What follows belongs to an exercise in optimizing a design on an open flow for small area, a short achievable clock period and few clock cycles per item; a production flow would make more cautious choices.
Where RTL was checked, it was by simulation tests only, not by an equivalence proof against the original.
No functional check of the RTL was part of run 8.

`flow/run.sh`:
```
#!/bin/bash
# Standard layout, with plain buffers on the ports and timing repair aiming for a larger
# setup slack than the clock needs.
set -euo pipefail
bash standard.sh "BUFFER_PORTS_ARGS=-buffer_cell sky130_fd_sc_hd__buf_1" SETUP_SLACK_MARGIN=6.8 finish > standard_flow.log 2>&1
```
`config.mk`:
```
export PLATFORM = sky130hd
export DESIGN_NAME = fs_group_descriptor_checksum_core
export DESIGN_NICKNAME = fs_group_descriptor_checksum_core
export VERILOG_FILES = /design/flow/design.v
export SDC_FILE = /design/flow/constraint.sdc
export NUM_CORES = 4
export LEC_CHECK = 0
export CAP_MARGIN = 20
export CORE_MARGIN = 2
export CORE_UTILIZATION = 60
export SLEW_MARGIN = 20
```
`constraint.sdc`:
```
create_clock -name core_clock -period 10.0 [get_ports {clk}]
set_input_delay 2.0000 -clock core_clock [delete_from_list [all_inputs] [get_ports {clk}]]
set_output_delay 2.0000 -clock core_clock [all_outputs]
set_load 0.01 [all_outputs]
```
`design.v`:
```
`timescale 1ns / 1ps
package fgdc_pkg;
	localparam logic [31:0] POLY32 = 32'h82F6_3B78;
	localparam logic [31:0] POLY16 = 32'h0000_A001;
	localparam logic [15:0] CRC16_INIT = 16'hFFFF;
	localparam logic [1:0] MODE_NONE   = 2'd0;
	localparam logic [1:0] MODE_META   = 2'd1;
	localparam logic [1:0] MODE_LEGACY = 2'd2;
	localparam int REG_INDEX_W = 3;
	localparam logic [REG_INDEX_W-1:0] REG_MODE      = 3'd0;
	localparam logic [REG_INDEX_W-1:0] REG_SEED      = 3'd1;
	localparam logic [REG_INDEX_W-1:0] REG_VID_LOW   = 3'd2;
	localparam logic [REG_INDEX_W-1:0] REG_VID_HIGH  = 3'd3;
	localparam logic [REG_INDEX_W-1:0] REG_DESC_SIZE = 3'd4;
	localparam logic [REG_INDEX_W-1:0] REG_WIDE      = 3'd5;
	function automatic logic [31:0] step8(input logic [31:0] c, input logic [31:0] poly);
		logic [31:0] r;
		r = c;
		for (int k = 0; k < 8; k++) begin
			r = r[0] ? ((r >> 1) ^ poly) : (r >> 1);
		end
		step8 = r;
	endfunction
	function automatic logic [15:0] crc16_byte(input logic [15:0] c, input logic [7:0] b);
		logic [15:0] r;
		r = c ^ {8'h0, b};
		for (int k = 0; k < 8; k++) begin
			r = r[0] ? ((r >> 1) ^ 16'hA001) : (r >> 1);
		end
		crc16_byte = r;
	endfunction
	function automatic logic [15:0] uuid_crc_zero();
		logic [15:0] c;
		c = CRC16_INIT;
		for (int i = 0; i < 16; i++) begin
			c = crc16_byte(c, 8'h00);
		end
		uuid_crc_zero = c;
	endfunction
	localparam logic [15:0] UUID_CRC_RESET = uuid_crc_zero();
endpackage
`timescale 1ns / 1ps
`timescale 1ns / 1ps
module fs_group_descriptor_checksum_core #(
	parameter logic [6:0] MAX_DESC_BYTES = 7'd64
) (
	input  logic                               clk,
	input  logic                               arst_n,
	input  logic                               cfg_valid,
	output logic                               cfg_ready,
	input  logic [fgdc_pkg::REG_INDEX_W-1:0]   cfg_index,
	input  logic [63:0]                        cfg_data,
	input  logic                               in_valid,
	output logic                               in_ready,
	input  logic [31:0]                        group_number,
	input  logic [7:0]                         data_byte,
	input  logic                               first_byte,
	input  logic                               last_byte,
	output logic                               out_valid,
	input  logic                               out_ready,
	output logic [15:0]                        checksum,
	output logic                               checksum_valid
);
	logic        meta_q;       
	logic        leg_q;        
	logic [31:0] seed_q;
	logic        sok_q;        
	logic [15:0] vla_q;        
	logic [15:0] vhb_q;        
	logic        uok_q;        
	logic        span64_q;     
	logic [4:0]  span_lo_q;    
	logic        wide_q;
	logic [31:0] crc_q;
	logic [7:0]  ib_q;         
	logic        hv_q;         
	logic        hl_q;         
	logic        hs_q;         
	logic [6:0]  pos_q;        
	logic        op_pre_q;     
	logic [1:0]  pcnt_q;       
	logic        op_clr_q;     
	logic        op_dat_q;     
	logic        op_cz_q;      
	logic        ej_q;         
	logic        vlow_q;       
	logic        in_rdy_q;
	logic        cfg_rdy_q;
	logic        ov_q;
	logic [15:0] cs_q;
	logic        cv_q;
	logic        in_acc, first_acc, cfg_acc, det, det_vid, busy, proc_h, produce, fold_h;
	logic        e_meta, e_leg, e_hold;
	logic [31:0] x, y, r_step, kstart;
	logic [15:0] ucrc;
	logic [7:0]  cfg_byte;
	logic [6:0]  npos;
	logic        n_field, n_step;
	logic        op_pre_n, op_clr_n, op_dat_n, op_cz_n, cop_q, cop_n, hv_n, hl_n, ov_n;
	assign in_acc    = in_valid && in_rdy_q;
	assign first_acc = in_acc && first_byte;
	assign cfg_acc   = cfg_valid && cfg_rdy_q;
	assign cop_q     = op_clr_q || op_dat_q || op_cz_q;
	assign busy      = op_pre_q || cop_q;
	assign det       = cfg_valid && !cfg_rdy_q && !cop_q;
	assign det_vid   = det && (cfg_index == fgdc_pkg::REG_VID_LOW ||
		cfg_index == fgdc_pkg::REG_VID_HIGH);
	assign proc_h    = hv_q && !busy && !(hl_q && ov_q);
	assign produce   = proc_h && hl_q;
	assign fold_h    = proc_h && hs_q;
	assign npos    = pos_q[6] ? pos_q : pos_q + 7'd1;
	assign n_field = (npos[6:1] == 6'b001111);
	assign n_step  = !npos[6] && (!npos[5] || span64_q || (npos[4:0] < span_lo_q)) &&
		!(leg_q && (n_field || (npos[5] && !wide_q)));
	assign cfg_byte = cfg_data[{pos_q[2:0], 3'b000} +: 8];
	assign e_meta = meta_q && (op_pre_q || fold_h);
	assign e_leg  = (leg_q && (op_pre_q || fold_h)) || op_dat_q || op_cz_q;
	assign e_hold = !(busy || fold_h);
	assign x = crc_q ^ {24'h0, ej_q ? ib_q : 8'h00};
	assign y = (e_meta ? fgdc_pkg::step8(x, fgdc_pkg::POLY32) : 32'h0) |
		(e_leg ? fgdc_pkg::step8(x, fgdc_pkg::POLY16) : 32'h0);
	assign r_step = y | (e_hold ? crc_q : 32'h0);
	assign ucrc   = fgdc_pkg::UUID_CRC_RESET ^ (uok_q ? (vla_q ^ vhb_q) : 16'h0);
	assign kstart = ((meta_q && sok_q) ? seed_q : 32'h0) | (meta_q ? 32'h0 : {16'h0, ucrc});
	assign op_pre_n = first_acc || (op_pre_q && pcnt_q != 2'd0);
	assign op_clr_n = det_vid;
	assign op_dat_n = cop_q && pos_q <= 7'd7;
	assign op_cz_n  = cop_q && vlow_q && pos_q >= 7'd8 && pos_q <= 7'd15;
	assign cop_n    = op_clr_n || op_dat_n || op_cz_n;
	assign hv_n = in_acc || (hv_q && !proc_h);
	assign hl_n = in_acc ? last_byte : hl_q;
	assign ov_n = produce || (ov_q && !out_ready);
	always_ff @(posedge clk or negedge arst_n) begin
		if (!arst_n) begin
			meta_q    <= 1'b0;
			leg_q     <= 1'b0;
			sok_q     <= 1'b0;
			uok_q     <= 1'b0;
			span64_q  <= 1'b0;
			span_lo_q <= '0;
			wide_q    <= 1'b0;
		end else begin
			if (cfg_acc) begin
				case (cfg_index)
					fgdc_pkg::REG_MODE: begin
						meta_q <= (cfg_data[1:0] == fgdc_pkg::MODE_META);
						leg_q  <= (cfg_data[1:0] == fgdc_pkg::MODE_LEGACY);
					end
					fgdc_pkg::REG_SEED: sok_q <= 1'b1;
					fgdc_pkg::REG_DESC_SIZE: begin
						span64_q  <= cfg_data[6];
						span_lo_q <= (cfg_data[6] || !cfg_data[5]) ? 5'd0 : cfg_data[4:0];
					end
					fgdc_pkg::REG_WIDE: wide_q <= cfg_data[0];
					default: ;
				endcase
			end
			if (op_clr_q) begin
				uok_q <= 1'b1;
			end
		end
	end
	always_ff @(posedge clk) begin
		if (cfg_acc && cfg_index == fgdc_pkg::REG_SEED) begin
			seed_q <= cfg_data[31:0];
		end
		if ((op_dat_q && pos_q == 7'd8 && !vlow_q) || (op_clr_q && !uok_q && vlow_q)) begin
			vhb_q <= y[15:0];
		end
		if ((op_cz_q && pos_q == 7'd16) || (op_clr_q && !uok_q && !vlow_q)) begin
			vla_q <= y[15:0];
		end
	end
	always_ff @(posedge clk or negedge arst_n) begin
		if (!arst_n) begin
			hv_q      <= 1'b0;
			op_pre_q  <= 1'b0;
			op_clr_q  <= 1'b0;
			op_dat_q  <= 1'b0;
			op_cz_q   <= 1'b0;
			ov_q      <= 1'b0;
		end else begin
			hv_q      <= hv_n;
			op_pre_q  <= op_pre_n;
			op_clr_q  <= op_clr_n;
			op_dat_q  <= op_dat_n;
			op_cz_q   <= op_cz_n;
			ov_q      <= ov_n;
		end
	end
	always_ff @(posedge clk) begin
		in_rdy_q  <= !(op_pre_n || cop_n) && !(hv_n && hl_n && ov_n);
		cfg_rdy_q <= (det && !det_vid) || (op_dat_q && pos_q == 7'd7);
		cv_q      <= meta_q || leg_q;
	end
	always_ff @(posedge clk) begin
		crc_q <= first_acc ? (kstart ^ group_number) : r_step;
		ej_q  <= !(op_pre_n || op_cz_n);
		if (first_acc) begin
			pcnt_q <= 2'd3;
		end else if (op_pre_q) begin
			pcnt_q <= pcnt_q - 2'd1;
		end
		if (in_acc) begin
			ib_q  <= (!first_byte && n_field) ? 8'h00 : data_byte;
			hl_q  <= last_byte;
			hs_q  <= first_byte || n_step;
			pos_q <= first_byte ? 7'd0 : npos;
		end else begin
			if (cop_q && pos_q <= 7'd7) begin
				ib_q <= cfg_byte;
			end
			if (det_vid) begin
				pos_q <= 7'd0;
			end else if (cop_q) begin
				pos_q <= npos;
			end
		end
		if (det_vid) begin
			vlow_q <= (cfg_index == fgdc_pkg::REG_VID_LOW);
		end
		if (produce) begin
			cs_q <= r_step[15:0];
		end
	end
	assign in_ready       = in_rdy_q;
	assign cfg_ready      = cfg_rdy_q;
	assign out_valid      = ov_q;
	assign checksum       = cs_q;
	assign checksum_valid = cv_q;
endmodule
```
`standard.sh`:
```
#!/bin/bash
# synth_recipe.tcl (not shown) runs the flow's synth.tcl, then flattens the netlist and writes it again
# the make line also repeats each setting of config.mk as NAME=value (left out here)
make -C /OpenROAD-flow-scripts/flow DESIGN_CONFIG=/design/flow/config.mk WORK_HOME=/design/flow/orfs CLKGATE_MAP_FILE= SYNTH_SCRIPT=/design/flow/synth_recipe.tcl "${@:-finish}"
```
==> notes.md, run 1 <==
* Synth Area in Compound Gates at 11.0%
* Final setup fails at 0
* Final hold violation count at 0
* Max Cap Viol at 0
* Clock Tree Root: clkbuf_16
* RSZ-0062 raised after global routing: no
* First DRT Iteration DRCs at between 600 and 700
* Tot GR Track Use at 30.8%
* Worst hold slack at 0.461 ns
* Slew Limit Fails at 0
* Fin crit period at 3.09 ns
* Most used DFF post-synth: edfxtp_1
* CTS tree: yes
* Post-synthesis cell area at between 8000 and 9000 um2
* Critical path class: reg -> reg
* Startpoint types: flip-flop
* Most frequent cells in the layout: 133 x buf_1, 97 x edfxtp_1, 81 x nand2_1
* TritonCTS Buffers at 17
* Die H at 123 um
* Final instance area at 9850 um2
* Worst endpoint required time at 10.18 ns
* Gr ovfl total at 0
* Die area at approximately 15000 um2
* Synth Area in Adders at around 1.0%
* Yosys cell types at 66
* Post-synth EDFFs at 97
* Avg WL per Cell at about 21 um
* Area Overhead vs Synth at 15.4%
* Maximum clock insertion buffer count at 2
* Synthesized net count at 866
* Detailed-route DRC error count at 0
* Core area at roughly 14000 um2
* Vias per cell at a little under 6
* Max Freq at between 300 and 400 MHz
* Clk latency of the worst-skew pair at between 0.4 and 0.5 ns
* Total number of vias at 6233
* Post-layout util at 71.0%
* Part of the cycle the worst path needs at 30.9%
* CP arrival at 3.27 ns
* FFs w/ async S/R, synth at 11.1%
* Syn. warnings at 1
* Drt pass-1 iters at 5
* DP HPWL at 16600 um
* CP endpoint kind: flip-flop
* Largest family of logic cells by synthesized area: XOR/XNOR gates
* Worst-path fanout max at 9
* Hold depth at 1
* Mux share of post-synthesis cell area at under 10%
* Simple-Gate Fraction of Synth Area at under 10%
* Most common cell after layout, fill and taps aside: buf_1
* Headroom to the max-slew limit at 39.4%
* CTS Hold Bufs at 0
* R2R setup slack at 6.91 ns
* Initial antenna violation count at 1
* Setup TNS at 0 ns
* CTS clk-pin slew, worst paths at 0.07 ns
* Initial core utilization at 61.5%
* Synth Instances at 745
* Status: finished clean
* Io pins at 134
* Post-route ant nets at 0
* Layout cells sized above 1 at a little under an eighth
* Class of the worst hold path: reg -> reg
* Post-synthesis xor/xnor area fraction at 19.8%
* Placed Area at a little over 9000 um2
* Pin count of the biggest net entering global routing at 40
* Post-Syn Area per Cell at 11.5 um2
* Post-synthesis sequential area ratio at about half
* # rows at 43
* Slew @ Worst Pin at 0.904 ns
* FF+latch count, synth at ~150
* Routed WL at 22300 um
* CTS Sinks at between 150 and 200
* Die W at about 120 um
* Routability congestion estimate from global placement at 0.902
* Reg2reg path depth at 7
* First-pass GRT wire length at 33800 um
* H-tree levels at 4
* Number of global-route vias before repair at 6102
* Clk_skew at 0.00712 ns
* # nets final at 988
* Quantity of I/O buffers inserted on ports at 133
## final timing paths
path	startpoint	endpoint
hold / removal	sok_q	sok_q
hold reg to reg	sok_q	sok_q
setup reg to reg	crc_q[3]	cs_q[12]
setup / recovery	crc_q[3]	cs_q[12]
max in group asynchronous	arst_n	ov_q
min in group asynchronous	arst_n	span_lo_q[0]
## through the flow
step	setup WS, ns	std cells
global route	6.78	1060
floorplan	6.43	745
detailed placement	5.98	1026
CTS	6.85	1059
finish	6.91	1061
global placement	6.10	1026
## what timing repair did
item                       in CTS  in global routing
resized for setup               5                  3
setup endpoints to repair      60                 21
cloned                          0                  0
buffers inserted                1                  0
## area by class of cell
class	count	area, um2
sequential	153	4120
inverter	26	97.6
clock inverter	15	178
clock buffer	17	425
tap	180	225
antenna	1	2.50
multi-input combinational	526	4220
fill	1061	4030
timing repair buffer	143	582
## metal layers
layer | wire (um) | vias up | share of wire, % | track usage [%]
met4 | 532 | 0 | 2.4 | 10.4
met1 | 9360 | 2996 | 42 | 42.5
met5 | 0 | - | 0 | 0
met2 | 10600 | 306 | 47 | 49.5
met3 | 1820 | 36 | 8.2 | 5.95
li1 | - | 2895 | - | -
## cells by family after synthesis
family	Yosys count
simple gates	184
xor+xnor	155
flops	153
compound gates	143
buf+inv	66
mux	37
fa+ha+maj	7
## synth_stat cells, types with 4 or more instances
master     n  area share, %
edfxtp_1  97             34
nand2_1   83            3.6
xnor2_1   64            6.6
xor2_1    64            6.6
a21oi_1   43            2.5
dfxtp_1   39            9.1
nor2_1    34            1.5
clkbuf_1  27            1.2
inv_1     26            1.1
o21ai_0   24            1.4
dfrtp_1   17            5.0
mux4_2    16            4.2
and2_1    14            1.0
mux2i_1   12            1.4
a21o_1    10           0.88
a221oi_1  10            1.0
nand3_1   10           0.59
mux2_2     9            1.2
xnor3_1    8            2.1
a222oi_1   7           0.82
a22oi_1    7           0.62
buf_2      7           0.41
ha_1       7            1.0
nor3_1     7           0.41
or2_2      6           0.44
xor2_2     6            1.1
a31oi_1    5           0.37
nor2b_1    5           0.37
o22ai_1    5           0.37
o31a_1     5           0.51
nand2b_1   4           0.29
nand3b_1   4           0.35
or3_1      4           0.29
xnor2_2    4           0.76
## worst max-delay path: stages (launching register included)
cell and delay [ns]:
dfxtp_1 0.67, xor2_2 0.33, xnor3_2 0.65, xnor3_2 0.44, xnor2_1 0.15, a21oi_1 0.19
a21boi_1 0.15, or2_1 0.24
## registers in the layout (all words and copies together) (netlist names), 2 cells and up
register   count
pos_q          7
cs_q          16
span_lo_q      5
vla_q         16
seed_q        32
pcnt_q         2
crc_q         32
ib_q           8
vhb_q         16
Testbench counts, summed over its fixed seeds: cycles 41,912, items 37,992.
==> inputs of run 2 (changes only) <==
--- a/design.v
+++ b/design.v
@@ -87,7 +87,6 @@
 	logic        in_rdy_q;
 	logic        cfg_rdy_q;
 	logic        ov_q;
-	logic [15:0] cs_q;
 	logic        cv_q;
 	logic        in_acc, first_acc, cfg_acc, det, det_vid, busy, proc_h, produce, fold_h;
 	logic        e_meta, e_leg, e_hold;
@@ -105,7 +104,7 @@
 	assign det       = cfg_valid && !cfg_rdy_q && !cop_q;
 	assign det_vid   = det && (cfg_index == fgdc_pkg::REG_VID_LOW ||
 		cfg_index == fgdc_pkg::REG_VID_HIGH);
-	assign proc_h    = hv_q && !busy && !(hl_q && ov_q);
+	assign proc_h    = hv_q && !busy;
 	assign produce   = proc_h && hl_q;
 	assign fold_h    = proc_h && hs_q;
 	assign npos    = pos_q[6] ? pos_q : pos_q + 7'd1;
@@ -189,7 +188,7 @@
 		end
 	end
 	always_ff @(posedge clk) begin
-		in_rdy_q  <= !(op_pre_n || cop_n) && !(hv_n && hl_n && ov_n);
+		in_rdy_q  <= !(op_pre_n || cop_n) && !(hv_n && hl_n) && !ov_n;
 		cfg_rdy_q <= (det && !det_vid) || (op_dat_q && pos_q == 7'd7);
 		cv_q      <= meta_q || leg_q;
 	end
@@ -219,13 +218,10 @@
 		if (det_vid) begin
 			vlow_q <= (cfg_index == fgdc_pkg::REG_VID_LOW);
 		end
-		if (produce) begin
-			cs_q <= r_step[15:0];
-		end
 	end
 	assign in_ready       = in_rdy_q;
 	assign cfg_ready      = cfg_rdy_q;
 	assign out_valid      = ov_q;
-	assign checksum       = cs_q;
+	assign checksum       = crc_q[15:0];
 	assign checksum_valid = cv_q;
 endmodule
==> flow/run.sh (replaced) <==
#!/bin/bash
# Standard layout, with plain buffers on the ports and timing repair aiming for a larger
# setup slack than the clock needs.
set -euo pipefail
bash standard.sh "BUFFER_PORTS_ARGS=-buffer_cell sky130_fd_sc_hd__buf_1" SETUP_SLACK_MARGIN=7 finish > standard_flow.log 2>&1
--- a/config.mk
+++ b/config.mk
@@ -5,7 +5,7 @@
 export SDC_FILE = /design/flow/constraint.sdc
 export NUM_CORES = 4
 export LEC_CHECK = 0
-export CAP_MARGIN = 20
+export CAP_MARGIN = 0
 export CORE_MARGIN = 2
 export CORE_UTILIZATION = 60
-export SLEW_MARGIN = 20
+export SLEW_MARGIN = 0
==> run 2 against run 1 <==
  * Register-to-register slack improved by 0.16 ns
  * Via count decreased by 4.4%
  * Critical path depth shrank 6
  * Cell count decreased by 3.9%
  * Non-clock buffer count increased by 6
  * Count of clock-buffer cells in the layout up 6
  * Worst hold slack better by 0.0042 ns
  * Sequential share of layout area decreased by 1.8 points
  * Area after synthesis decreased by 7.9%
  * Synthesized cell count is 3.9% lower
  * Wire length shrank 4.7%
  * Final area down 6.7%
==> notes.md, run 2 <==
* Fin crit period at 2.97 ns
* FFs w/ async S/R, synth at roughly an eighth
* Most used DFF post-synth: edfxtp_1
* Headroom to the max-slew limit at 30.2%
* Slew Limit Fails at 0
* Total number of vias at 5960
* Vias per cell at 5.84
* DP HPWL at 15500 um
* Slew @ Worst Pin at roughly 1.0 ns
* Largest area contributor in the netlist: edfxtp_1
* Routability congestion estimate from global placement at 0.919
* CP endpoint kind: output pin
* Core area at about 13000 um2
* Initial core utilization at 61.9%
* TritonCTS Buffers at 17
* Clk_skew at 0.0112 ns
* Avg WL per Cell at 20.9 um
* Post-layout util at 72.3%
* Post-synth top cells: 91 x nand2_1, 81 x edfxtp_1, 71 x xor2_1
* Final setup fails at 0
* Syn. warnings at 1
* Clk latency of the worst-skew pair at ~0.42 ns
* Max Freq at 337 MHz
* CTS Sinks at around 140
* # nets final at 956
* Synth Instances at slightly above 700
* Most common cell after layout, fill and taps aside: buf_1
* Final hold violation count at 0
* Gr ovfl total at 0
* Die area at 14000 um2
* FF+latch count, synth at 137
* Critical-path cell list: clkbuf_2
* R2R setup slack at 7.07 ns
* CTS Hold Bufs at 0
* Tot GR Track Use at 30.7%
* Post-synth EDFFs at ~80
* Maximum clock insertion buffer count at 2
* Detailed-route DRC error count at 0
* Crit-path leading delay family: flip-flops
* Worst-path fanout max at 5
* Max Cap Viol at 0
* Number of global-route vias before repair at 5831
* Die H at 119 um
* Area Overhead vs Synth at 16.8%
* Synth top area share at 30.9%
* Crit-path slowest cell: dfxtp_4
* Startpoint types: flip-flop
* H-tree levels at 4
* Top flop regs: crc_q (32), seed_q (32)
* Most frequent cells in the layout: 124 x buf_1, 88 x nand2_1, 81 x edfxtp_1
* CTS clk-pin slew, worst paths at 0.06 ns
* Max incr delay on CP at about 0.40 ns
* Class of the worst hold path: reg -> reg
* Critical path class: reg -> out
* Post-Syn Area per Cell at roughly 11 um2
* Drt pass-1 iters at 5
* Post-route ant nets at 0
* Clock Tree Root: clkbuf_16
* # rows at between 40 and 50
* Yosys cell types at 64
* Part of the cycle the worst path needs at approximately 30%
* Pin count of the biggest net entering global routing at 50
* Status: finished clean
* First-pass GRT wire length at 32400 um
* Layout cells sized above 1 at about 14%
* Setup TNS at 0 ns
* Most common cell in the netlist: nand2_1
* CTS tree: yes
* CP arrival at 0.97 ns
* N_diodes at 0
* Fill cells at 965
* Die W at 119 um
* Worst endpoint required time at around 8.0 ns
* Routed WL at 21300 um
* First DRT Iteration DRCs at 497
* Worst hold slack at about 0.47 ns
* CP bufs+invs at 1
* Post-synthesis cell area at 7870 um2
* Io pins at about 130
* Synthesized net count at 837
* Quantity of I/O buffers inserted on ports at 133
* Largest cells by area after synthesis: edfxtp_1 31%, dfxtp_1 9.9%, xor2_1 7.9%
* RSZ-0062 raised after global routing: yes
* Post-synthesis sequential area ratio at 46.2%
* Initial antenna violation count at 0
## run 2: final cells by class
class	count	area [um2]	area share, %
multi-input combinational	511	4010	43.6
sequential	137	3680	40.0
timing repair buffer	149	651	7.08
clock buffer	23	488	5.31
tap	172	215	2.34
clock inverter	9	85.1	0.925
inverter	19	71.3	0.776
## run 2: timing repair
action | 4_1_cts | 5_1_grt
cloned | 1 | 0
pin swaps | 1 | 1
endpoints found under the setup margin | 95 | 57
gates resized for setup | 28 | 14
buffers inserted | 4 | 7
## run 2: logic make-up (layout without fill, tap and decap cells)
logic type / Yosys count / in the layout / synth area share [%]
fa+ha+maj: 7 / 7 / 1.11
mux: 29 / 29 / 6.33
flops: 137 / 137 / 46.2
buf+inv: 69 / 200 / 4.17
compound gates: 142 / 142 / 11.9
simple gates: 182 / 183 / 10.5
xor+xnor: 150 / 150 / 19.8
## run 2: final timing paths
check                               from      endpoint  depth (start not counted)
max in group asynchronous         arst_n          hv_q                          1
worst min-delay path               sok_q         sok_q                          1
min in group asynchronous         arst_n  span_lo_q[1]                          1
worst max register to register      ej_q     crc_q[15]                          8
worst max-delay path            crc_q[5]   checksum[5]                          1
worst min register to register     sok_q         sok_q                          1
## run 2: layer usage
metal / vias to the layer above / share of wire (%) / GRT usage [%]
li1: 2761 / - / -
met1: 2844 / 41 / 40.9
met2: 306 / 48 / 50.4
met3: 49 / 7.3 / 4.78
met4: 0 / 3.4 / 12.8
met5: - / 0 / 0
## run 2: through the flow
stage	setup slack [ns]	instances	cell area [um2]
floorplan	6.86	716	7930
global placement	6.39	976	8410
detailed placement	6.20	976	8410
CTS	6.87	1013	9080
global route	6.92	1020	9190
finish	7.03	1020	9190
Testbench counts of run 2, summed over its fixed seeds: cycles 43,384, items 37,992.
==> inputs of run 3 (changes only) <==
--- a/config.mk
+++ b/config.mk
@@ -5,7 +5,7 @@
 export SDC_FILE = /design/flow/constraint.sdc
 export NUM_CORES = 4
 export LEC_CHECK = 0
-export CAP_MARGIN = 0
+export CAP_MARGIN = 20
 export CORE_MARGIN = 2
 export CORE_UTILIZATION = 60
-export SLEW_MARGIN = 0
+export SLEW_MARGIN = 20
==> run 3 against run 2 <==
  * Register-to-register slack barely moved
  * Count of clock-buffer cells in the layout did not move
  * Synthesized cell count did not move
  * Clock skew did not move
  * Critical path depth did not move
  * Via count did not move
  * Final area did not move
  * Utilization did not move
  * Non-clock buffer count did not move
  * First-iteration DRC count did not move
==> notes.md, run 3 <==
* R2R setup slack at 7.07 ns
* Min-delay src: sok_q
* FFs w/ async S/R, synth at approximately an eighth
* Hold depth at 1
* Setup TNS at 0 ns
* Routed WL at between 20000 and 25000 um
* Pre-CTS setup slack at 6.20 ns
* Synth Instances at 716
* Post-synth top cells: 91 x nand2_1, 81 x edfxtp_1, 71 x xor2_1
* Headroom to the max-slew limit at 30.2%
* Non-Filler Instances at 1020
* Slew @ Worst Pin at between 1 and 1.5 ns
* Pin count of the biggest net entering global routing at 50
* Placed Instances at 976
* Most frequent cells in the layout: 124 x buf_1, 88 x nand2_1, 81 x edfxtp_1
* Post-synth EDFFs at approximately 80
* CP bufs+invs at 1
* Worst endpoint required time at roughly 8 ns
* # nets final at 956
* CTS Sinks at 137
* Avg WL per Cell at 20.9 um
* Number of global-route vias before repair at 5831
* Largest area contributor in the netlist: edfxtp_1
* Final setup fails at 0
* Max incr delay on CP at 0.40 ns
* Post-layout util at 72.3%
* Clock Tree Root: clkbuf_16
* Final worst-path setup slack at between 7 and 8 ns
* Final hold violation count at 0
* CTS clk-pin slew, worst paths at 0.06 ns
* TritonCTS Buffers at 17
* Largest cells by area after synthesis: edfxtp_1 31%, dfxtp_1 9.9%, xor2_1 7.9%
* WHS Endpoint: sok_q
* DP HPWL at 15500 um
* Yosys cell types at 64
* First-pass GRT wire length at 32400 um
* RSZ-0062 raised after global routing: yes
* Most common cell after layout, fill and taps aside: buf_1
* N_diodes at 0
* CP arrival at 0.97 ns
* Core area at 12700 um2
* Maximum clock insertion buffer count at 2
* Critical path class: reg -> out
* Total number of vias at ~6000
* Initial core utilization at 61.9%
* Crit-path slowest cell: dfxtp_4
* Reg-to-reg startpoint: ej_q
* Clk_skew at 0.0112 ns
* Io pins at 134
* Post-synthesis cell area at around 8000 um2
* Slew Limit Fails at 0
* Crit-path leading delay family: flip-flops
* Critical-path cell list: clkbuf_2
* Routability congestion estimate from global placement at 0.919
* Die H at ~120 um
* Most used DFF post-synth: edfxtp_1
* Reg2reg path depth at 8
* Area Overhead vs Synth at 16.8%
* Synthesized net count at around 840
* Post-Syn Area per Cell at around 11 um2
* H-tree levels at 4
* Synth top area share at between 30% and 40%
* CTS tree: yes
* Crit path depth at 1
* Max Freq at 337 MHz
* Max Cap Viol at 0
* FF+latch count, synth at 137
* Die W at around 120 um
* Part of the cycle the worst path needs at 29.7%
* Fin crit period at 2.97 ns
* Startpoint types: flip-flop
* First DRT Iteration DRCs at 497
* Top flop regs: crc_q (32), seed_q (32)
* Post-route ant nets at 0
* Quantity of I/O buffers inserted on ports at 133
* Detailed-route DRC error count at 0
* Vias per cell at 5.84
* Initial antenna violation count at 0
* # rows at 41
* Most common cell in the netlist: nand2_1
* Die area at 14000 um2
* Syn. warnings at 1
* Tot GR Track Use at 30.7%
* CP endpoint kind: output pin
* Post-synthesis sequential area ratio at 46.2%
* Class of the worst hold path: reg -> reg
* Drt pass-1 iters at 5
* Layout cells sized above 1 at 14.4%
* Status: finished clean
* Gr ovfl total at 0
* Clk latency of the worst-skew pair at 0.42 ns
* Worst-path fanout max at 5
* RR Endpoint: crc_q[15]
-- run 3: cell counts after synthesis --
Identical to the previous run, type by type.
-- run 3: cell families (layout without fill, tap and decap cells) --
group           after synthesis  in the layout  synth area share [%]
xor+xnor                    150            150                  19.8
buf+inv                      69            200                  4.17
simple gates                182            183                  10.5
compound gates              142            142                  11.9
fa+ha+maj                     7              7                  1.11
flops                       137            137                  46.2
mux                          29             29                  6.33
-- run 3: metal layers --
layer | global-route usage, % | part of all wire (%) | routed length (um)
met1 | 40.9 | 41 | 8780
met2 | 50.4 | 48 | 10200
met3 | 4.78 | 7.3 | 1550
met4 | 12.8 | 3.4 | 725
met5 | 0 | 0 | 0
-- run 3: worst max-delay path by stage --
stage	to	slack, ns	from
after floorplan	seed_q[0]	6.86	cfg_valid
after global placement	in_rdy_q	6.39	in_valid
after detailed placement	in_rdy_q	6.20	in_valid
after CTS	hs_q	6.87	pos_q[1]
after global routing	in_rdy_q	6.92	in_valid
final	checksum[5]	7.03	crc_q[5]
-- run 3: layout make-up --
class / instances / area (um2)
multi-input cells: 511 / 4010
flip-flops and latches: 137 / 3680
fillers: 965 / 3530
repair buffers: 149 / 651
clock buffers: 23 / 488
well taps: 172 / 215
clock inverters: 9 / 85.1
inverters: 19 / 71.3
-- run 3: repair_timing --
action | in CTS | in global routing
pin swaps | 1 | 1
gates resized for setup | 28 | 14
setup endpoints to repair | 95 | 57
gates cloned | 1 | 0
hold buffers | 0 | 0
hold endpoints to repair | 0 | 0
setup buffers | 4 | 7
-- run 3: stage by stage --
stage | cell area (um2) | hold WS (ns)
finish | 9190 | 0.465
global route | 9190 | 0.494
CTS | 9080 | 0.465
detailed placement | 8410 | 0.451
global placement | 8410 | 0.447
floorplan | 7930 | 0.431
==> inputs of run 4 (changes only) <==
--- a/config.mk
+++ b/config.mk
@@ -8,4 +8,6 @@
 export CAP_MARGIN = 20
 export CORE_MARGIN = 2
 export CORE_UTILIZATION = 60
+export CTS_BUF_LIST = sky130_fd_sc_hd__clkbuf_8
+export CTS_CLUSTER_SIZE = 20
 export SLEW_MARGIN = 20
==> run 4 against run 3 <==
  * Synthesized cell count did not move
  * Area after synthesis did not move
  * Clock skew rose by 0.0078 ns
  * Maximum frequency fell by 0.45%
  * Non-clock buffer count rose by 3
  * Global-route usage rose by 0.19 points
  * Critical path type unchanged
  * Worst hold slack barely moved
  * First-iteration DRC count fell by 4.0%
==> notes.md, run 4 <==
* Synth top area share at 30.9%
* Pre-CTS setup slack at 6.20 ns
* Setup TNS at 0 ns
* Max incr delay on CP at 0.40 ns
* Die W at around 120 um
* Final instance area at a little over 9000 um2
* Class of the worst hold path: reg -> reg
* First-pass GRT wire length at 32400 um
* Post-synthesis xor/xnor area fraction at 19.8%
* CTS clk-pin slew, worst paths at 0.08 ns
* Max Freq at roughly 340 MHz
* Post-Syn Area per Cell at 11.0 um2
* Headroom to the max-slew limit at between 30% and 40%
* Largest area contributor in the netlist: edfxtp_1
* Post-synthesis cell area at approximately 7900 um2
* Gr ovfl total at 0
* Drt pass-1 iters at 6
* Area Overhead vs Synth at 15.3%
* Critical-path cell list: clkbuf_2
* Post-route ant nets at 0
* Most used DFF post-synth: edfxtp_1
* Die area at 14000 um2
* Final hold violation count at 0
* GR Layer Usage met2 at about 52%
* Tot GR Track Use at approximately 31%
* Non-Filler Instances at about 1000
* Io pins at 134
* Largest family of logic cells by synthesized area: XOR/XNOR gates
* TritonCTS Buffers at 17
* Total number of vias at about 6000
* Simple-Gate Fraction of Synth Area at 10.5%
* Global Route met1 Usage at 40.1%
* Crit-path leading delay family: flip-flops
* Clk_skew at 0.0189 ns
* Post-synthesis sequential area ratio at 46.2%
* CTS Sinks at ~140
* Placed Area at 8410 um2
* Worst endpoint required time at 8.00 ns
* Most common cell after layout, fill and taps aside: buf_1
* Status: finished clean
* Vias per cell at 5.86
* Post-synth EDFFs at 81
* CP arrival at 0.98 ns
* DP HPWL at 15500 um
* Largest cells by area after synthesis: edfxtp_1 31%, dfxtp_1 9.9%, xor2_1 7.9%
* # nets final at 959
* Yosys cell types at 64
* CTS tree: yes
* Critical path class: reg -> out
* Most frequent cells in the layout: 115 x buf_1, 88 x nand2_1, 81 x edfxtp_1
* Worst-path fanout max at 2
* H-tree levels at 4
* Synth Instances at 716
* FF+latch count, synth at 137
* Number of global-route vias before repair at 5808
* Slew Limit Fails at 0
* GRT met3 Usage at between 5 and 6%
* GR peak layer: met2
* Synth Area in Adders at 1.11%
* Initial antenna violation count at 0
* Detailed-route DRC error count at 0
* # rows at 41
* FFs w/ async S/R, synth at 12.4%
* N_diodes at 0
* Max Cap Viol at 0
* Maximum clock insertion buffer count at 2
* Slew @ Worst Pin at 0.991 ns
* Pin count of the biggest net entering global routing at 50
* Core area at 12700 um2
* Avg WL per Cell at 21.0 um
* Post-synth top cells: 91 x nand2_1, 81 x edfxtp_1, 71 x xor2_1
* Startpoint types: flip-flop
* Layout cells sized above 1 at 16.1%
* Clk latency of the worst-skew pair at ~0.46 ns
* Final setup fails at 0
* RSZ-0062 raised after global routing: yes
* Routability congestion estimate from global placement at 0.919
* Mux share of post-synthesis cell area at around 6.3%
* Clock Tree Root: clkbuf_8
* Worst hold slack at 0.465 ns
* Top flop regs: crc_q (32), seed_q (32)
* Part of the cycle the worst path needs at 29.8%
* Syn. warnings at 1
* First DRT Iteration DRCs at 477
* Post-layout util at 71.3%
* Die H at 119 um
* Synthesized net count at 837
* Crit-path slowest cell: dfrtp_1
* Quantity of I/O buffers inserted on ports at 133
* Most common cell in the netlist: nand2_1
* Placed Instances at about 980
* Fill cells at 988
* Routed WL at 21500 um
* CP endpoint kind: output pin
* Initial core utilization at 61.9%
* Fin crit period at approximately 3 ns
* CP bufs+invs at 1
* Synth Area in Compound Gates at a little under an eighth
* Final worst-path setup slack at 7.02 ns
[run 4: worst reg2reg max path: stages, from the launching register on]
cell	delay (ns)
edfxtp_1	0.64
inv_1	0.09
ha_1	0.28
mux2i_1	0.26
inv_1	0.08
ha_1	0.27
a21boi_0	0.17
o21a_1	0.13
o21ai_0	0.07
nand2b_1	0.08
a21oi_1	0.06
o311ai_0	0.38
nand2b_1	0.11
[run 4: final timing paths]
kind	depth (start not counted)	slack, ns	end	from
min in group asynchronous	1	1.66	span_lo_q[1]	arst_n
worst min register to register	1	0.47	sok_q	sok_q
worst max-delay path	1	7.02	out_valid	ov_q
worst max register to register	12	7.12	hs_q	pos_q[1]
worst min-delay path	1	0.47	sok_q	sok_q
max in group asynchronous	1	7.75	hv_q	arst_n
[run 4: area by class of cell]
class / instances / area [um2] / area share, %
Inverter: 19 / 71.3 / 0.786
Multi-Input combinational cell: 511 / 4030 / 44.4
Timing Repair Buffer: 152 / 684 / 7.55
Sequential cell: 137 / 3690 / 40.7
Tap cell: 172 / 215 / 2.37
Clock inverter: 11 / 92.6 / 1.02
Clock buffer: 21 / 289 / 3.19
[run 4: kinds of logic after synthesis]
logic type / Yosys count
xor+xnor: 150
mux: 29
buf+inv: 69
fa+ha+maj: 7
simple gates: 182
flops: 137
compound gates: 142
[run 4: metal layers]
metal | vias to the layer above | wire [um]
met3 | 44 | 1760
met5 | - | 0
met2 | 320 | 10500
met4 | 0 | 691
li1 | 2763 | -
met1 | 2866 | 8490
[run 4: timing repair]
action | in CTS | in global routing
pin swaps | 1 | 1
hold buffers | 0 | 0
gates cloned | 1 | 0
resized for setup | 47 | 12
buffers inserted | 8 | 6
setup endpoints to repair | 98 | 52
==> inputs of run 5 (changes only) <==
--- a/config.mk
+++ b/config.mk
@@ -11,3 +11,4 @@
 export CTS_BUF_LIST = sky130_fd_sc_hd__clkbuf_8
 export CTS_CLUSTER_SIZE = 20
 export SLEW_MARGIN = 20
+export TNS_END_PERCENT = 30
==> run 5 against run 4 <==
  * Sequential cell count unchanged
  * Register-to-register slack about the same
  * Final area down 0.44%
  * Via count is 0.87% lower
  * Die area is the same
  * Still clean on timing, DRC and antenna
  * Count of clock-buffer cells in the layout is 4 lower
  * Cell count is essentially flat
==> notes.md, run 5 <==
* Initial core utilization at 61.9%
* Worst endpoint required time at 8.00 ns
* RR Endpoint: crc_q[4]
* Tot GR Track Use at 31.6%
* N_diodes at 0
* GRT met3 Usage at 6.81%
* Syn. warnings at 1
* Startpoint types: flip-flop
* Yosys cell types at 64
* CP endpoint kind: output pin
* Slew @ Worst Pin at 0.937 ns
* CP bufs+invs at 1
* Vias per cell at 5.80
* Clock Tree Root: clkbuf_8
* FFs w/ async S/R, synth at approximately an eighth
* Max Freq at 323 MHz
* Routability congestion estimate from global placement at 0.901
* TritonCTS Buffers at 17
* Post-route ant nets at 0
* Worst hold slack at 0.480 ns
* Global Route met1 Usage at 41.9%
* Die H at approximately 120 um
* DP HPWL at approximately 16000 um
* CTS clk-pin slew, worst paths at 0.08 ns
* Status: finished clean
* Die W at roughly 120 um
* Post-Syn Area per Cell at 11.0 um2
* Critical-path cell list: buf_1
* FF+latch count, synth at 137
* Gr ovfl total at 0
* # nets final at 960
* Post-synthesis sequential area ratio at ~46%
* Quantity of I/O buffers inserted on ports at 133
* Reg area at between 3000 and 4000 um2
* Reg-to-reg startpoint: ej_q
* # rows at 41
* Synth top area share at 30.9%
* H-tree levels at 4
* Detailed-route DRC error count at 0
* CP arrival at 1.10 ns
* Number of global-route vias before repair at 5845
* Final setup fails at 0
* Class of the worst hold path: reg -> reg
* First-pass GRT wire length at around 33000 um
* Synthesized net count at 837
* CTS Sinks at 137
* Critical path class: reg -> out
* Most frequent cells in the layout: 127 x buf_1, 88 x nand2_1, 81 x edfxtp_1
* Fin crit period at 3.10 ns
* Max Cap Viol at 0
* Worst-path fanout max at 3
* Core area at 12700 um2
* Setup TNS at 0 ns
* Most common cell in the netlist: nand2_1
* Part of the cycle the worst path needs at between 30% and 40%
* Reg2reg path depth at 8
* Placed Area at 8410 um2
* Most used DFF post-synth: edfxtp_1
* Drt pass-1 iters at 5
* CTS Hold Bufs at 0
* Fill cells at 993
* Synth Instances at 716
* Final instance area at 9030 um2
* Max incr delay on CP at 0.46 ns
* Total number of vias at 5941
* GR Layer Usage met2 at 51.0%
* Area Overhead vs Synth at 14.8%
* First DRT Iteration DRCs at 556
* Post-synth EDFFs at between 80 and 90
* Multi-input gate area at 3960 um2
* Post-synthesis cell area at ~7900 um2
* Avg WL per Cell at 21.0 um
* Routed WL at 21500 um
* Layout cells sized above 1 at 12.9%
* CTS tree: yes
* RSZ-0062 raised after global routing: yes
* GR peak layer: met2
* Io pins at 134
* R2R setup slack at 7.11 ns
* Slew Limit Fails at 0
* Hold depth at 1
* Crit path depth at 1
* Clk latency of the worst-skew pair at 0.46 ns
* Crit-path slowest cell: dfxtp_1
* WHS Endpoint: sok_q
* Largest area contributor in the netlist: edfxtp_1
* Top flop regs: crc_q (32), seed_q (32)
* Die area at approximately 14000 um2
* Final hold violation count at 0
* Largest cells by area after synthesis: edfxtp_1 31%, dfxtp_1 9.9%, xor2_1 7.9%
* Min-delay src: sok_q
* Crit-path leading delay family: flip-flops
* Most common cell after layout, fill and taps aside: buf_1
* Headroom to the max-slew limit at 37.5%
* Maximum clock insertion buffer count at 2
* Pin count of the biggest net entering global routing at 50
* Initial antenna violation count at 0
* Post-synth top cells: 91 x nand2_1, 81 x edfxtp_1, 71 x xor2_1
* Clk_skew at 0.00847 ns
run 5: cell counts after synthesis:
Identical to the previous run, type by type.
run 5: repair_timing:
action                                  CTS  global route
gates cloned                              1             0
gates resized for setup                  24             1
buffers inserted                          8             6
endpoints found under the setup margin   95            57
pin swaps                                 1             0
run 5: worst reg2reg max path, cell delays in order (launching register included):
cell and delay [ns]:
dfxtp_2 0.53, nand2_1 0.20, xor2_4 0.35, xor3_2 0.41, xnor3_2 0.52, xnor2_2 0.22, o21ba_2 0.18, a31oi_2 0.06
o31a_1 0.32
run 5: area by class of cell:
type | count | area share, %
Sequential cell | 137 | 40.6
Clock buffer | 17 | 2.59
Clock inverter | 15 | 2.45
Inverter | 19 | 0.790
Multi-Input combinational cell | 511 | 43.9
Tap cell | 172 | 2.38
Timing Repair Buffer | 153 | 7.32
run 5: cells by family (layout without fill, tap and decap cells):
kind of cell / after synthesis / in the layout / share of synthesized area (%)
AND/OR/NAND/NOR: 182 / 183 / 10.5
adder cells (fa/ha/maj): 7 / 7 / 1.11
XOR/XNOR: 150 / 150 / 19.8
buffers and inverters: 69 / 204 / 4.17
multiplexers: 29 / 29 / 6.33
AO/OA/AOI/OAI: 142 / 142 / 11.9
flip-flops: 137 / 137 / 46.2
run 5: stage by stage:
step                cells  utilization, %  setup slack (ns)
floorplan             716               -              6.86
global placement      977            66.1              6.31
detailed placement    977            66.1              6.15
CTS                  1018            70.6              6.87
global route         1024            71.0              6.84
finish               1024            71.0              6.90
run 5: worst max-delay path by stage:
stage | from | to
final | cfg_rdy_q | cfg_ready
after global routing | in_valid | in_rdy_q
after CTS | pos_q[1] | hs_q
after detailed placement | in_valid | in_rdy_q
after global placement | in_valid | pos_q[0]
after floorplan | cfg_valid | seed_q[0]
run 5: metal layers:
metal / vias up / routed length (um)
met5: - / 0
met4: 0 / 728
met3: 40 / 1860
met2: 283 / 10200
met1: 2850 / 8660
li1: 2768 / -
==> inputs of run 6 (changes only) <==
--- a/config.mk
+++ b/config.mk
@@ -5,10 +5,10 @@
 export SDC_FILE = /design/flow/constraint.sdc
 export NUM_CORES = 4
 export LEC_CHECK = 0
+export ABC_CLOCK_PERIOD_IN_PS = 3000
 export CAP_MARGIN = 20
 export CORE_MARGIN = 2
 export CORE_UTILIZATION = 60
 export CTS_BUF_LIST = sky130_fd_sc_hd__clkbuf_8
 export CTS_CLUSTER_SIZE = 20
 export SLEW_MARGIN = 20
-export TNS_END_PERCENT = 30
==> run 6 against run 5 <==
  * Wire length hardly changed
  * Largest cell class unchanged
  * Critical path depth unchanged
  * Global-route usage is 0.70 points lower
  * Critical path type unchanged
  * Still clean on timing, DRC and antenna
==> notes.md, run 6 <==
* DP HPWL at 15500 um
* CP arrival at 0.98 ns
* Die area at approximately 14000 um2
* Setup TNS at 0 ns
* Non-Filler Instances at 1023
* Pre-CTS setup slack at 6.20 ns
* Max Freq at 335 MHz
* Placed Area at 8410 um2
* Routed WL at 21500 um
* Fin crit period at 2.98 ns
* Slew Limit Fails at 0
* Final setup fails at 0
* Hold depth at 1
* Reg2reg path depth at 12
* CTS Sinks at 137
* First-pass GRT wire length at 32400 um
* Avg WL per Cell at 21.0 um
* Critical path class: reg -> out
* Layout cells sized above 1 at between 10% and 20%
* Initial core utilization at 61.9%
* Headroom to the max-slew limit at 34.0%
* Largest cells by area after synthesis: edfxtp_1 31%, dfxtp_1 9.9%, xor2_1 7.9%
* Slew @ Worst Pin at 0.991 ns
* Gr ovfl total at 0
* RSZ-0062 raised after global routing: yes
* WHS Endpoint: sok_q
* Post-synthesis cell area at around 8000 um2
* Reg area at 3690 um2
* Vias per cell at 5.86
* Final instance area at 9070 um2
* Die W at approximately 120 um
* Crit path depth at 1
* Post-synthesis sequential area ratio at between 40% and 50%
* Final hold violation count at 0
* R2R setup slack at slightly above 7 ns
* Most common cell after layout, fill and taps aside: buf_1
* RR Endpoint: hs_q
* Most used DFF post-synth: edfxtp_1
* Clk latency of the worst-skew pair at between 0.4 and 0.5 ns
* # nets final at 959
* Max incr delay on CP at 0.40 ns
* Most common cell in the netlist: nand2_1
* Max Cap Viol at 0
* Post-synth top cells: 91 x nand2_1, 81 x edfxtp_1, 71 x xor2_1
* Global Route met1 Usage at between 40 and 50%
* Detailed-route DRC error count at 0
* # rows at 41
* Top flop regs: crc_q (32), seed_q (32)
* Most frequent cells in the layout: 115 x buf_1, 88 x nand2_1, 81 x edfxtp_1
* Critical path origin: ov_q
* Status: finished clean
* Part of the cycle the worst path needs at 29.8%
* Initial antenna violation count at 0
* Startpoint types: flip-flop
* Number of global-route vias before repair at 5808
* FF+latch count, synth at 137
* First DRT Iteration DRCs at 477
* Post-synth EDFFs at a little over 80
* FFs w/ async S/R, synth at 12.4%
* Worst-path fanout max at 2
* CP endpoint kind: output pin
* Crit-path leading delay family: flip-flops
* Min-delay src: sok_q
* Area Overhead vs Synth at 15.3%
* CP bufs+invs at 1
* Drt pass-1 iters at 6
* Synth Instances at 716
* Core area at 12700 um2
* Die H at 119 um
* Crit-path slowest cell: dfrtp_1
* Multi-input gate area at 4030 um2
* Critical-path cell list: clkbuf_2
* CTS clk-pin slew, worst paths at 0.08 ns
* Io pins at approximately 130
* Post-Syn Area per Cell at 11.0 um2
* Clock Tree Root: clkbuf_8
* Post-route ant nets at 0
* Total number of vias at 5993
* GR peak layer: met2
* Quantity of I/O buffers inserted on ports at 133
* Class of the worst hold path: reg -> reg
* Largest area contributor in the netlist: edfxtp_1
* Fill cells at 988
* Yosys cell types at 64
* H-tree levels at 4
* Syn. warnings at 1
* Synth top area share at 30.9%
* Pin count of the biggest net entering global routing at 50
* GRT met3 Usage at about 5.3%
* Final worst-path setup slack at 7.02 ns
* CTS tree: yes
* Reg-to-reg startpoint: pos_q[1]
* TritonCTS Buffers at 17
* GR Layer Usage met2 at between 50 and 60%
* Maximum clock insertion buffer count at 2
* N_diodes at 0
* Placed Instances at between 900 and 1000
* Synthesized net count at 837
* Worst endpoint required time at 8.00 ns
* Clk_skew at 0.0189 ns
* Tot GR Track Use at a little under a third
* Routability congestion estimate from global placement at approximately 0.92
## run 6: cell families after synthesis
logic type / Yosys count / share of synthesized area, %
flops: 137 / 46.2
fa+ha+maj: 7 / 1.11
buf+inv: 69 / 4.17
simple gates: 182 / 10.5
xor+xnor: 150 / 19.8
mux: 29 / 6.33
compound gates: 142 / 11.9
## run 6: final cells by class
cell class	instances	area share, %
Multi-Input combinational cell	511	44.4
Sequential cell	137	40.7
Timing Repair Buffer	152	7.55
Clock buffer	21	3.19
Tap cell	172	2.37
Clock inverter	11	1.02
Inverter	19	0.786
## run 6: metal layers
layer,part of all wire [%],up-vias
li1,-,2763
met1,40,2866
met2,49,320
met3,8.2,44
met4,3.2,0
met5,0,-
## run 6: repair_timing
item / CTS / global route
hold buffers: 0 / 0
gates cloned: 1 / 0
endpoints found under the setup margin: 98 / 52
gates resized for setup: 47 / 12
setup buffers: 8 / 6
pin swaps: 1 / 1
## run 6: stage by stage
stage,hold WS [ns],util [%]
after global routing,0.497,71.3
after CTS,0.469,70.3
after floorplan,0.431,-
after detailed placement,0.451,66.1
after global placement,0.447,66.1
final,0.465,71.3
## run 6: worst max path at each step
stage,to,slack (ns)
2_1_floorplan,seed_q[0],6.86
3_3_place_gp,in_rdy_q,6.39
3_5_place_dp,in_rdy_q,6.20
4_1_cts,hs_q,6.87
5_1_grt,hs_q,6.88
6_report,out_valid,7.02
==> inputs of run 7 (changes only) <==
==> flow/run.sh (replaced) <==
#!/bin/bash
# Standard layout, with plain buffers on the ports and timing repair aiming for a larger
# setup slack than the clock needs.
set -euo pipefail
bash standard.sh "BUFFER_PORTS_ARGS=-buffer_cell sky130_fd_sc_hd__buf_1" SETUP_SLACK_MARGIN=7.1 finish > standard_flow.log 2>&1
--- a/config.mk
+++ b/config.mk
@@ -5,7 +5,6 @@
 export SDC_FILE = /design/flow/constraint.sdc
 export NUM_CORES = 4
 export LEC_CHECK = 0
-export ABC_CLOCK_PERIOD_IN_PS = 3000
 export CAP_MARGIN = 20
 export CORE_MARGIN = 2
 export CORE_UTILIZATION = 60
==> run 7 against run 6 <==
  * Via count up 2.6%
  * Global-route usage up 1.9 points
  * Wire length rose by 5.5%
  * Sequential share of layout area is 1.7 points lower
  * Still clean
==> notes.md, run 7 <==
* Largest area contributor in the netlist: edfxtp_1
* FF+latch count, synth at approximately 140
* CTS Hold Bufs at 0
* Max Cap Viol at 0
* Slew @ Worst Pin at ~0.9 ns
* Final worst-path setup slack at between 6 and 7 ns
* Initial antenna violation count at 0
* Die W at 119 um
* Max incr delay on CP at 0.41 ns
* Quantity of I/O buffers inserted on ports at approximately 130
* Post-synthesis sequential area ratio at 46.2%
* Area Overhead vs Synth at 20.7%
* Pre-CTS setup slack at 6.26 ns
* Layout cells sized above 1 at 19.8%
* Most common cell in the netlist: nand2_1
* Vias per cell at 5.86
* Most used DFF post-synth: edfxtp_1
* Critical Path Sink: out_valid
* Routed WL at 22700 um
* CTS tree: yes
* Setup TNS at 0 ns
* # nets final at 985
* Synth Instances at 716
* Final hold violation count at 0
* Synth top area share at 30.9%
* Detailed-route DRC error count at 0
* Post-route ant nets at 0
* Crit-path leading delay family: flip-flops
* First DRT Iteration DRCs at 716
* Startpoint types: flip-flop
* # rows at between 40 and 50
* Initial core utilization at 61.9%
* Critical path origin: ov_q
* Total number of vias at 6151
* Most common cell after layout, fill and taps aside: buf_1
* Multi-input gate area at about 4000 um2
* H-tree levels at 4
* Synthesized net count at 837
* Crit-path slowest cell: dfrtp_1
* Die H at 119 um
* CP endpoint kind: output pin
* Post-synth top cells: 91 x nand2_1, 81 x edfxtp_1, 71 x xor2_1
* Synth Area in Compound Gates at approximately an eighth
* Largest family of logic cells by synthesized area: XOR/XNOR gates
* Number of global-route vias before repair at around 6000
* Pin count of the biggest net entering global routing at 50
* Fin crit period at 3.01 ns
* Crit path depth at 1
* Clk latency of the worst-skew pair at 0.47 ns
* Max Freq at 332 MHz
* Maximum clock insertion buffer count at 2
* Post-synth EDFFs at 81
* Post-Syn Area per Cell at approximately 11 um2
* CTS Sinks at 137
* Drt pass-1 iters at 5
* Clock Tree Root: clkbuf_8
* Largest cells by area after synthesis: edfxtp_1 31%, dfxtp_1 9.9%, xor2_1 7.9%
* Most frequent cells in the layout: 113 x buf_1, 86 x nand2_1, 81 x edfxtp_1
* Die area at 14000 um2
* CTS clk-pin slew, worst paths at 0.08 ns
* Post-synthesis cell area at 7870 um2
* Tot GR Track Use at 32.8%
* CP arrival at a little over 1 ns
* Yosys cell types at 64
* Syn. warnings at 1
* Critical-path cell list: clkbuf_2
* Reg2reg path depth at 8
* Part of the cycle the worst path needs at a little under a third
* N_diodes at 0
* Slew Limit Fails at 0
* Gr ovfl total at 0
* CP bufs+invs at 1
* Reg area at 3700 um2
* Io pins at 134
* TritonCTS Buffers at 17
* Post-synthesis xor/xnor area fraction at between 10% and 20%
* Top flop regs: crc_q (32), seed_q (32)
* Clk_skew at 0.0181 ns
* Simple-Gate Fraction of Synth Area at 10.5%
* Routability congestion estimate from global placement at around 0.92
* First-pass GRT wire length at 34300 um
* RSZ-0062 raised after global routing: yes
* Avg WL per Cell at 21.6 um
* RR Endpoint: crc_q[4]
* Headroom to the max-slew limit at about two fifths
* Mux share of post-synthesis cell area at 6.33%
* DP HPWL at 15900 um
* Synth Area in Adders at 1.11%
* Class of the worst hold path: reg -> reg
* Worst endpoint required time at around 8.0 ns
* Final setup fails at 0
* Critical path class: reg -> out
* Reg-to-reg startpoint: crc_q[0]
* FFs w/ async S/R, synth at 12.4%
* Status: finished clean
* Fill cells at 929
* Worst-path fanout max at 2
* R2R setup slack at about 7 ns
* Core area at 12700 um2
==> run 7: cell counts after synthesis <==
No cell type changed its count.
==> run 7: how the worst min path moves through the flow <==
stage	start	to	slack, ns	depth (start not counted)
floorplan	sok_q	sok_q	0.43	1
global placement	sok_q	sok_q	0.44	1
detailed placement	sok_q	sok_q	0.44	1
CTS	sok_q	sok_q	0.46	1
global route	sok_q	sok_q	0.47	1
finish	sok_q	sok_q	0.46	1
==> run 7: cells by family (layout without fill, tap and decap cells) <==
family | after synthesis | after routing
fa+ha+maj | 7 | 7
flops | 137 | 137
mux | 29 | 29
xor+xnor | 150 | 150
compound gates | 142 | 142
simple gates | 182 | 183
buf+inv | 69 | 229
==> run 7: timing repair <==
item,4_1_cts,5_1_grt
gates resized for setup,79,13
cloned,1,0
pin swaps,1,7
setup endpoints to repair,95,88
buffers inserted,19,19
==> run 7: cell type report <==
type                       instances  area share (%)
timing repair buffer             178            11.0
tap                              172            2.27
inverter                          19           0.777
clock inverter                    13            1.48
sequential                       137            39.0
multi-input combinational        511            42.8
clock buffer                      19            2.75
==> run 7: through the flow <==
step                area [um2]  utilization (%)  cells  hold slack (ns)
floorplan                 7950                -    716            0.431
global placement          8440             66.4    977            0.445
detailed placement        8440             66.4    977            0.445
CTS                       9250             72.7   1029            0.465
global route              9500             74.7   1049            0.474
finish                    9500             74.7   1049            0.463
==> run 7: routing by layer <==
metal / routed length [um] / GRT usage, % / vias up
met5: 0 / 0 / -
met4: 728 / 12.6 / 0
met1: 9050 / 44.3 / 2963
met2: 10900 / 52.4 / 320
li1: - / - / 2823
met3: 1990 / 6.76 / 45
==> inputs of run 8 (changes only) <==
--- a/design.v
+++ b/design.v
@@ -83,7 +83,7 @@
 	logic        op_dat_q;     
 	logic        op_cz_q;      
 	logic        ej_q;         
-	logic        vlow_q;       
+	logic        vlow;         
 	logic        in_rdy_q;
 	logic        cfg_rdy_q;
 	logic        ov_q;
@@ -112,6 +112,7 @@
 	assign n_step  = !npos[6] && (!npos[5] || span64_q || (npos[4:0] < span_lo_q)) &&
 		!(leg_q && (n_field || (npos[5] && !wide_q)));
 	assign cfg_byte = cfg_data[{pos_q[2:0], 3'b000} +: 8];
+	assign vlow     = !cfg_index[0];
 	assign e_meta = meta_q && (op_pre_q || fold_h);
 	assign e_leg  = (leg_q && (op_pre_q || fold_h)) || op_dat_q || op_cz_q;
 	assign e_hold = !(busy || fold_h);
@@ -124,7 +125,7 @@
 	assign op_pre_n = first_acc || (op_pre_q && pcnt_q != 2'd0);
 	assign op_clr_n = det_vid;
 	assign op_dat_n = cop_q && pos_q <= 7'd7;
-	assign op_cz_n  = cop_q && vlow_q && pos_q >= 7'd8 && pos_q <= 7'd15;
+	assign op_cz_n  = (op_dat_q && pos_q == 7'd8 && vlow) || (op_cz_q && pos_q <= 7'd15);
 	assign cop_n    = op_clr_n || op_dat_n || op_cz_n;
 	assign hv_n = in_acc || (hv_q && !proc_h);
 	assign hl_n = in_acc ? last_byte : hl_q;
@@ -163,10 +164,10 @@
 		if (cfg_acc && cfg_index == fgdc_pkg::REG_SEED) begin
 			seed_q <= cfg_data[31:0];
 		end
-		if ((op_dat_q && pos_q == 7'd8 && !vlow_q) || (op_clr_q && !uok_q && vlow_q)) begin
+		if ((op_dat_q && pos_q == 7'd8 && !vlow) || (op_clr_q && !uok_q && vlow)) begin
 			vhb_q <= y[15:0];
 		end
-		if ((op_cz_q && pos_q == 7'd16) || (op_clr_q && !uok_q && !vlow_q)) begin
+		if ((op_cz_q && pos_q == 7'd16) || (op_clr_q && !uok_q && !vlow)) begin
 			vla_q <= y[15:0];
 		end
 	end
@@ -215,9 +216,6 @@
 				pos_q <= npos;
 			end
 		end
-		if (det_vid) begin
-			vlow_q <= (cfg_index == fgdc_pkg::REG_VID_LOW);
-		end
 	end
 	assign in_ready       = in_rdy_q;
 	assign cfg_ready      = cfg_rdy_q;
==> flow/run.sh (replaced) <==
#!/bin/bash
# Standard layout, with plain buffers on the ports and timing repair aiming for a larger
# setup slack than the clock needs.
set -euo pipefail
bash standard.sh "BUFFER_PORTS_ARGS=-buffer_cell sky130_fd_sc_hd__buf_1" SETUP_SLACK_MARGIN=7 finish > standard_flow.log 2>&1
==> run 8 against run 7 <==
  * Critical endpoint unchanged
  * Still clean on timing, DRC and antenna
  * Sequential cell count fell by 1
  * Global-route usage down 1.5 points
  * Wire length shrank 1.6%
  * First-iteration DRC count down 33%
==> notes.md, run 8 <==
* Pin count of the biggest net entering global routing at 33
* Post-route ant nets at 0
* Worst-path fanout max at 2
* Synth Area in Compound Gates at a little over an eighth
* Routed WL at 22300 um
* Largest cells by area after synthesis: edfxtp_1 30%, dfxtp_1 9.7%, xor2_1 7.3%
* Post-synth top cells: 106 x nand2_1, 80 x edfxtp_1, 67 x xor2_1
* Critical path class: reg -> out
* Reg2reg path depth at 8
* Post-Syn Area per Cell at ~11 um2
* Headroom to the max-slew limit at 49.8%
* Critical Path Sink: out_valid
* Status: finished clean
* FF+latch count, synth at approximately 140
* Setup TNS at 0 ns
* FFs w/ async S/R, synth at 12.5%
* Initial antenna violation count at 0
* CTS tree: yes
* Crit path depth at 1
* CP endpoint kind: output pin
* Syn. warnings at 1
* Clock Tree Root: clkbuf_8
* Post-synthesis cell area at 8020 um2
* Most common cell in the netlist: nand2_1
* CTS Hold Bufs at 0
* Gr ovfl total at 0
* Most frequent cells in the layout: 116 x buf_1, 102 x nand2_1, 80 x edfxtp_1
* Io pins at 134
* RSZ-0062 raised after global routing: yes
* First DRT Iteration DRCs at 477
* N_diodes at 0
* Mux share of post-synthesis cell area at 5.09%
* Avg WL per Cell at 20.8 um
* Global Route met1 Usage at 42.5%
* Die area at roughly 14000 um2
* Final hold violation count at 0
* Post-layout util at a little over two thirds
* Tot GR Track Use at 31.3%
* Routability congestion estimate from global placement at 0.958
* Layout cells sized above 1 at 16.4%
* Synth Area in Adders at 1.09%
* Die W at 120 um
* CTS Sinks at 136
* Maximum clock insertion buffer count at 2
* Fin crit period at 2.99 ns
* Vias per cell at between 5 and 6
* Drt pass-1 iters at 5
* Area Overhead vs Synth at 14.8%
* Most common cell after layout, fill and taps aside: buf_1
* Post-synthesis xor/xnor area fraction at 19.0%
* Top flop regs: crc_q (32), seed_q (32)
* DP HPWL at approximately 16000 um
* # rows at 42
* Largest area contributor in the netlist: edfxtp_1
* R2R setup slack at around 7.1 ns
* Die H at 120 um
* GR Layer Usage met2 at between 50% and 60%
* CP bufs+invs at 1
* Max incr delay on CP at about 0.40 ns
* Synth Instances at 759
* Part of the cycle the worst path needs at 29.9%
* RR Endpoint: crc_q[0]
* Final setup fails at 0
* GR peak layer: met2
* Quantity of I/O buffers inserted on ports at 133
* Slew Limit Fails at 0
* Total number of vias at 6266
* Post-synthesis sequential area ratio at 45.0%
* Core area at 13100 um2
* Clk_skew at between 0.01 and 0.015 ns
## run 8: changes by cell type in the layout (fill, tap and decap cells not counted), sizes merged, moves of 7 or more
cell,change
nor2,+7
buf,-18
nand2,+15
a22oi,+8
o211ai,+8
xor2,-8
mux4,-8
## run 8: routing by layer
metal,up-vias,wire [um]
met5,-,0
met4,0,455
met3,40,1850
met2,294,10700
met1,3003,9310
li1,2929,-
## run 8: worst min path at each step
| stage | from | endpoint | slack (ns) | cells past startpoint |
|---|---|---|---|---|
| 2_1_floorplan | sok_q | sok_q | 0.43 | 1 |
| 3_3_place_gp | sok_q | sok_q | 0.45 | 1 |
| 3_5_place_dp | sok_q | sok_q | 0.45 | 1 |
| 4_1_cts | sok_q | sok_q | 0.47 | 1 |
| 5_1_grt | sok_q | sok_q | 0.49 | 1 |
| 6_report | sok_q | sok_q | 0.46 | 1 |
## run 8: cells by family (layout without fill, tap and decap cells)
kind of cell             after synthesis  count (layout)
XOR/XNOR                             147             147
AO/OA/AOI/OAI                        161             161
adder cells (fa/ha/maj)                7               7
multiplexers                          30              30
buffers and inverters                 79             215
flip-flops                           136             136
AND/OR/NAND/NOR                      199             202
## run 8: worst register-to-register path, cell delays in order (launching register included)
cell       delay [ns]
edfxtp_1         0.50
xnor2_1          0.31
nor2_4           0.07
xnor2_4          0.42
xnor2_4          0.23
xnor3_1          0.50
and2_1           0.19
o32a_1           0.39
a2bb2oi_1        0.17
## run 8: per-stage QoR
step                      hold WS, ns  instance area, um2  cells  worst slack [ns]
final                           0.464                9200   1074              7.01
after global routing            0.493                9200   1074              6.93
after CTS                       0.470                9030   1059              6.95
after detailed placement        0.452                8500   1015              5.91
after global placement          0.446                8500   1015              6.05
after floorplan                 0.431                8050    759              6.84
## run 8: final cells by class
class                           count  area (um2)
Multi-Input combinational cell    547        4110
Fill cell                        1032        3940
Sequential cell                   136        3660
Timing Repair Buffer              162         764
Clock buffer                       17         234
Tap cell                          176         220
Clock inverter                     15         119
Inverter                           21        96.3
## run 8: timing repair
action                                  CTS  global route
setup buffers                            10            13
pin swaps                                 2             2
cloned                                    2             1
gates resized for setup                  48            12
endpoints found under the setup margin  115            22

-- re-timing with driven ports --
In the flow no input, the clock included, has a driving cell. The finished layouts below were timed again as built, in two steps. Step 1, drivers: a clkbuf_16 drives clk and a buf_2 each remaining input, both assumed. Step 2 moves the port delays by t, midway between the first and last clock arrival at a register: inputs arrive t later, outputs are due t later. That takes back most of the time a late clock gives input paths. Three values: ideal ports, drivers, drivers and shift; two values: the first two.
run | t, ns | slack for setup (ns) | latest minus earliest clock arrival (ns) | cell pins on the clock port's net
run 1 | 0.463 | 6.911 / 6.911 / 6.496 | 0.007 / 0.007 | 1
run 2 | 0.451 | 7.032 / 6.994 / 6.612 | 0.011 / 0.011 | 1
run 3 | 0.451 | 7.032 / 6.994 / 6.612 | 0.011 / 0.011 | 1
run 4 | 0.481 | 7.019 / 6.986 / 6.574 | 0.019 / 0.019 | 1
run 5 | 0.489 | 6.904 / 6.868 / 6.469 | 0.009 / 0.009 | 1
run 6 | 0.481 | 7.019 / 6.986 / 6.574 | 0.019 / 0.019 | 1
run 7 | 0.492 | 6.991 / 6.957 / 6.645 | 0.018 / 0.018 | 1
run 8 | 0.494 | 7.012 / 6.976 / 6.545 | 0.013 / 0.014 | 1
After both steps every run listed still meets setup and hold. The setup slack of run 8, which loses most, moves by -0.036 ns with the drivers and by -0.467 ns with both steps.
